Source: an optimization exercise on an open RTL-to-GDS flow (aim: small area, a short achievable clock period and few clock cycles per item). Production flows keep margins and buffers that such runs may drop.
Only simulation tests tie the RTL to the original design; equivalence was not proved.

== v6 ==
==> flow/design.v <==
package grr_pkg;
  localparam int CFG_W = 5;
  localparam logic [CFG_W-1:0] GROUP_SIZE_RESET = 5'd2;
  typedef struct packed {
    logic valid;
    logic bank;
  } bank_rel_t;
  function automatic logic [CFG_W-1:0] eff_group(input logic [CFG_W-1:0] gs,
                                                 input int unsigned max_group);
    if (gs == '0) begin
      eff_group = CFG_W'(1);
    end else if (32'(gs) > max_group) begin
      eff_group = CFG_W'(max_group);
    end else begin
      eff_group = gs;
    end
  endfunction
endpackage
module group_reverse_reorder_unit #(
  parameter int MAX_GROUP  = 16,
  parameter int WORD_WIDTH = 32
) (
  input  logic                                     clk,
  input  logic                                     rst,
  input  logic                                     cfg_we,
  input  logic [grr_pkg::CFG_W-1:0]                cfg_data,
  input  logic                                     s_tvalid,
  output logic                                     s_tready,
  input  logic [((WORD_WIDTH + 7) / 8) * 8 - 1:0]  s_tdata,   
  input  logic                                     s_tlast,
  output logic                                     m_tvalid,
  input  logic                                     m_tready,
  output logic [((WORD_WIDTH + 7) / 8) * 8 - 1:0]  m_tdata,   
  output logic                                     m_tlast
);
  localparam int TDATA_W = ((WORD_WIDTH + 7) / 8) * 8;
  localparam int NS      = (MAX_GROUP > 1) ? MAX_GROUP : 2;
  localparam int AW      = $clog2(NS);
  localparam int KW      = ($clog2(MAX_GROUP + 1) > grr_pkg::CFG_W) ?
                           $clog2(MAX_GROUP + 1) : grr_pkg::CFG_W;
  typedef struct packed {
    logic [AW-1:0] start;
    logic          dir;
    logic [AW-1:0] left;
    logic          fin;
  } desc_t;
  logic [AW-1:0]         km1;
  logic [AW-1:0]         cfg_km1;
  logic [WORD_WIDTH-1:0] mem [NS];
  logic [NS-1:0]         occ;        
  logic [NS-1:0]         wsel;       
  logic                  wd;         
  logic [AW-1:0]         gstart;     
  logic [AW-1:0]         fill;       
  logic                  fz;         
  logic                  wf;         
  logic                  rdy;
  logic                  ract;
  logic [NS-1:0]         rsel;       
  logic                  rdir;
  logic [AW-1:0]         rleft;      
  logic                  rl;         
  logic                  rfin;
  logic                  pv0;
  logic                  pv1;
  desc_t                 p0;
  desc_t                 p1;
  logic                  ov;
  logic [WORD_WIDTH-1:0] odata;
  logic                  olast;
  logic                  close;
  logic                  accept;
  logic                  oload;
  logic                  rd_fire;
  logic                  take;
  logic                  bypass;
  logic                  turn;
  logic                  newd_v;
  desc_t                 newd;
  desc_t                 nxt;
  logic [NS-1:0]         wstep;      
  logic [NS-1:0]         wback;      
  logic [AW-1:0]         wp;
  logic [AW-1:0]         wp_step;
  logic [AW-1:0]         fill_n;
  logic                  pv0_n;
  logic                  pv1_n;
  logic                  free_n;
  logic [NS-1:0]         occ_keep;
  logic [NS-1:0]         occ_n;
  logic [NS-1:0]         rsel_n;
  logic [WORD_WIDTH-1:0] rd_word;
  logic                  k1;         
  logic                  wf2;        
  assign cfg_km1  = AW'(grr_pkg::eff_group(cfg_data, MAX_GROUP) - grr_pkg::CFG_W'(1));
  assign k1       = (km1 == '0);
  assign wf2      = (KW'(fill) + KW'(1)) >= KW'(km1);
  assign close    = wf || s_tlast;
  assign accept   = s_tvalid && rdy;
  assign oload    = !ov || m_tready;
  assign rd_fire  = oload && ract;
  assign take     = !ract || (rd_fire && rl);
  assign bypass   = accept && (wf || (s_tlast && fz)) && !ract && oload;
  assign turn     = bypass && wf;
  assign wstep    = wd ? {wsel[0], wsel[NS-1:1]} : {wsel[NS-2:0], wsel[NS-1]};
  assign wback    = wd ? {wsel[NS-2:0], wsel[NS-1]} : {wsel[0], wsel[NS-1:1]};
  always_comb begin
    wp      = '0;
    wp_step = '0;
    for (int i = 0; i < NS; i++) begin
      wp      = wp      | (wsel[i]  ? AW'(i) : '0);
      wp_step = wp_step | (wstep[i] ? AW'(i) : '0);
    end
  end
  always_comb begin
    newd_v     = accept && close && !(bypass && fz);
    newd.start = gstart;
    newd.dir   = wd;
    newd.left  = fill;
    newd.fin   = s_tlast;
    if (wf) begin
      newd.dir   = !wd;
      newd.start = wp;
      if (bypass) begin
        newd.left = fill - AW'(1);
      end
    end
  end
  assign nxt = pv0 ? p0 : newd;
  always_comb begin
    pv0_n = pv0;
    pv1_n = pv1;
    if (take) begin
      if (pv0) begin
        pv0_n = pv1 || newd_v;
        pv1_n = pv1 && newd_v;
      end
    end else if (newd_v) begin
      if (pv0) begin
        pv1_n = 1'b1;
      end else begin
        pv0_n = 1'b1;
      end
    end
  end
  assign occ_keep = occ & ~({NS{rd_fire}} & rsel);
  assign occ_n    = occ_keep | ({NS{accept && !bypass}} & wsel);
  always_comb begin
    if (accept && !turn) begin
      free_n = !(|(occ_keep & wstep));
    end else if (accept) begin
      free_n = 1'b1;
    end else begin
      free_n = !(|(occ_keep & wsel));
    end
  end
  always_comb begin
    fill_n = fill;
    if (accept) begin
      fill_n = close ? '0 : (fill + AW'(1));
    end
  end
  logic [NS-1:0] dec_wp;
  logic [NS-1:0] dec_back;
  logic [NS-1:0] dec_gs;
  logic [NS-1:0] dec_p0;
  logic [NS-1:0] dec_new;
  always_comb begin
    dec_wp = wsel;
    dec_gs = '0;
    dec_gs[gstart] = 1'b1;
    dec_p0 = '0;
    dec_p0[p0.start] = 1'b1;
    dec_back = wback;
    dec_new = !wf ? dec_gs : (bypass ? dec_back : dec_wp);
    rsel_n = rsel;
    if (take) begin
      rsel_n = pv0 ? dec_p0 : (newd_v ? dec_new : '0);
    end else if (rd_fire) begin
      rsel_n = rdir ? {rsel[0], rsel[NS-1:1]} : {rsel[NS-2:0], rsel[NS-1]};
    end
  end
  always_comb begin
    rd_word = ract ? '0 : s_tdata[WORD_WIDTH-1:0];
    for (int i = 0; i < NS; i++) begin
      rd_word = rd_word | ({WORD_WIDTH{rsel[i]}} & mem[i]);
    end
  end
  always_ff @(posedge clk) begin
    if (rst) begin
      km1 <= AW'(grr_pkg::GROUP_SIZE_RESET - grr_pkg::CFG_W'(1));
    end else if (cfg_we) begin
      km1 <= cfg_km1;
    end
  end
  always_ff @(posedge clk) begin
    for (int i = 0; i < NS; i++) begin
      if (accept && wsel[i]) begin
        mem[i] <= s_tdata[WORD_WIDTH-1:0];
      end
    end
  end
  always_ff @(posedge clk) begin
    if (rst) begin
      occ    <= '0;
      wsel   <= NS'(1);
      wd     <= 1'b0;
      gstart <= '0;
      fill   <= '0;
      fz     <= 1'b1;
      wf     <= 1'b0;
      rdy    <= 1'b1;
      ract   <= 1'b0;
      rsel   <= '0;
      pv0    <= 1'b0;
      pv1    <= 1'b0;
      ov     <= 1'b0;
    end else begin
      occ <= occ_n;
      if (accept && !turn) begin
        wsel <= wstep;
      end
      if (turn) begin
        wd <= !wd;
      end
      if (accept && close) begin
        gstart <= turn ? wp : wp_step;
      end
      fill <= fill_n;
      fz   <= (fill_n == '0);
      if (cfg_we) begin
        wf <= fill >= cfg_km1;
      end else if (accept) begin
        wf <= close ? k1 : wf2;
      end
      rdy  <= free_n && !pv1_n;
      pv0  <= pv0_n;
      pv1  <= pv1_n;
      if (take) begin
        ract <= pv0 || newd_v;
      end
      rsel <= rsel_n;
      if (oload) begin
        ov <= ract || bypass;
      end
    end
  end
  always_ff @(posedge clk) begin
    if (take) begin
      rdir  <= nxt.dir;
      rleft <= nxt.left;
      rl    <= (nxt.left == '0);
      rfin  <= nxt.fin;
    end else if (rd_fire) begin
      rleft <= rleft - AW'(1);
      rl    <= (rleft == AW'(1));
    end
    if (take ? pv0 : (newd_v && !pv0)) begin
      p0 <= (take && pv1) ? p1 : newd;
    end
    if (newd_v) begin
      p1 <= newd;
    end
    if (oload && (ract || bypass)) begin
      odata <= rd_word;
      olast <= ract ? (rfin && rl) : (s_tlast && fz);
    end
  end
  assign s_tready = rdy;
  assign m_tvalid = ov;
  assign m_tdata  = TDATA_W'(odata);
  assign m_tlast  = olast;
endmodule
==> flow/config.mk <==
export PLATFORM = sky130hd
export DESIGN_NAME = group_reverse_reorder_unit
export DESIGN_NICKNAME = group_reverse_reorder_unit
export VERILOG_FILES = /design/flow/design.v
export SDC_FILE = /design/flow/constraint.sdc
export NUM_CORES = 4
export LEC_CHECK = 0
export CAP_MARGIN = 20
export CORE_MARGIN = 2
export CORE_UTILIZATION = 60
export CTS_CLUSTER_DIAMETER = 50
export CTS_CLUSTER_SIZE = 40
export PLACE_DENSITY = 0.72
export SETUP_SLACK_MARGIN = 2.5
export SLEW_MARGIN = 20
export TNS_END_PERCENT = 10
==> flow/constraint.sdc <==
create_clock -name core_clock -period 4.5 [get_ports {clk}]
set_input_delay 0.9000 -clock core_clock [delete_from_list [all_inputs] [get_ports {clk}]]
set_output_delay 0.9000 -clock core_clock [all_outputs]
set_load 0.01 [all_outputs]
run.sh (not shown) runs the stock make flow with config.mk's settings and CLKGATE_MAP_FILE= SYNTH_SCRIPT=/design/flow/synth_recipe.tcl, a recipe that flattens the netlist after the stock synthesis.
Testbench counts of v6, summed over its fixed seeds: cycles 12,252, items 11,992.
> inputs changed (v6 -> v7)
diff --git a/flow/design.v b/flow/design.v
--- a/flow/design.v
+++ b/flow/design.v
@@ -45,6 +45,5 @@
     logic          fin;
   } desc_t;
-  logic [AW-1:0]         km1;
-  logic [AW-1:0]         cfg_km1;
+  logic [grr_pkg::CFG_W-1:0] group_size;
   logic [WORD_WIDTH-1:0] mem [NS];
   logic [NS-1:0]         occ;        
@@ -83,17 +82,15 @@
   logic [AW-1:0]         wp;
   logic [AW-1:0]         wp_step;
+  logic [AW-1:0]         wp_back;
   logic [AW-1:0]         fill_n;
   logic                  pv0_n;
   logic                  pv1_n;
   logic                  free_n;
-  logic [NS-1:0]         occ_keep;
-  logic [NS-1:0]         occ_n;
   logic [NS-1:0]         rsel_n;
   logic [WORD_WIDTH-1:0] rd_word;
   logic                  k1;         
   logic                  wf2;        
-  assign cfg_km1  = AW'(grr_pkg::eff_group(cfg_data, MAX_GROUP) - grr_pkg::CFG_W'(1));
-  assign k1       = (km1 == '0);
-  assign wf2      = (KW'(fill) + KW'(1)) >= KW'(km1);
+  assign k1       = (grr_pkg::eff_group(group_size, MAX_GROUP) == grr_pkg::CFG_W'(1));
+  assign wf2      = (KW'(fill) + KW'(2)) >= KW'(grr_pkg::eff_group(group_size, MAX_GROUP));
   assign close    = wf || s_tlast;
   assign accept   = s_tvalid && rdy;
@@ -108,7 +105,9 @@
     wp      = '0;
     wp_step = '0;
+    wp_back = '0;
     for (int i = 0; i < NS; i++) begin
       wp      = wp      | (wsel[i]  ? AW'(i) : '0);
       wp_step = wp_step | (wstep[i] ? AW'(i) : '0);
+      wp_back = wp_back | (wback[i] ? AW'(i) : '0);
     end
   end
@@ -120,8 +119,10 @@
     newd.fin   = s_tlast;
     if (wf) begin
-      newd.dir   = !wd;
-      newd.start = wp;
+      newd.dir = !wd;
       if (bypass) begin
-        newd.left = fill - AW'(1);
+        newd.start = wp_back;
+        newd.left  = fill - AW'(1);
+      end else begin
+        newd.start = wp;
       end
     end
@@ -144,13 +145,11 @@
     end
   end
-  assign occ_keep = occ & ~({NS{rd_fire}} & rsel);
-  assign occ_n    = occ_keep | ({NS{accept && !bypass}} & wsel);
   always_comb begin
     if (accept && !turn) begin
-      free_n = !(|(occ_keep & wstep));
+      free_n = !(|(occ & wstep)) || (rd_fire && |(rsel & wstep));
     end else if (accept) begin
       free_n = 1'b1;
     end else begin
-      free_n = !(|(occ_keep & wsel));
+      free_n = !(|(occ & wsel)) || (rd_fire && |(rsel & wsel));
     end
   end
@@ -189,7 +188,7 @@
   always_ff @(posedge clk) begin
     if (rst) begin
-      km1 <= AW'(grr_pkg::GROUP_SIZE_RESET - grr_pkg::CFG_W'(1));
+      group_size <= grr_pkg::GROUP_SIZE_RESET;
     end else if (cfg_we) begin
-      km1 <= cfg_km1;
+      group_size <= cfg_data;
     end
   end
@@ -217,5 +216,12 @@
       ov     <= 1'b0;
     end else begin
-      occ <= occ_n;
+      for (int i = 0; i < NS; i++) begin
+        if (rd_fire && rsel[i]) begin
+          occ[i] <= 1'b0;
+        end
+        if (accept && !bypass && wsel[i]) begin
+          occ[i] <= 1'b1;
+        end
+      end
       if (accept && !turn) begin
         wsel <= wstep;
@@ -230,5 +236,5 @@
       fz   <= (fill_n == '0);
       if (cfg_we) begin
-        wf <= fill >= cfg_km1;
+        wf <= (KW'(fill) + KW'(1)) >= KW'(grr_pkg::eff_group(cfg_data, MAX_GROUP));
       end else if (accept) begin
         wf <= close ? k1 : wf2;
Findings:
Between v7 and v6, the number of clock sinks does not differ in any meaningful way. Going from v6 to v7, clock-buffer cell count dropped 8; largest fanout on the critical path dropped 4. v6 → v7: cell count climbed 4.1%, number of buffers inserted to repair setup after CTS climbed 140%, routed wire length climbed 3.3%. Diff v6 -> v7: non-clock buffer count now larger; slack of the critical path now smaller.
Testbench counts of v7, summed over its fixed seeds: cycles 12,252, items 11,992.

==> port drivers added, routing unchanged <==
The results above use ideal ports. As a check the final layouts listed here were re-extracted and re-timed, cells and wires unchanged. Step 1 (the two cells are an assumption about what drives the block):
set clk [get_ports {clk}]
set_driving_cell -lib_cell sky130_fd_sc_hd__clkbuf_16 $clk
set_driving_cell -lib_cell sky130_fd_sc_hd__buf_2 [delete_from_list [all_inputs] $clk]
Step 2 moves the port delays by t, midway between the first and last clock arrival at a register: inputs arrive t later, outputs are due t later. That takes back most of the time a late clock gives input paths. Three values: ideal, step 1, step 2; two values: the first two.
run | shift t [ns] | setup WS [ns] | slew at the worst register clock pin (ns) | worst data-port slew with drivers (ns)
v6 | 0.652 | 2.370 / 2.311 / 1.796 | 0.10 / 0.10 | 0.09
v7 | 0.653 | 2.323 / 2.266 / 1.786 | 0.10 / 0.10 | 0.08
After both steps setup and hold are still met in every run listed. For v6, which loses most, drivers alone change the setup slack by -0.059 ns; drivers and shift together by -0.574 ns.
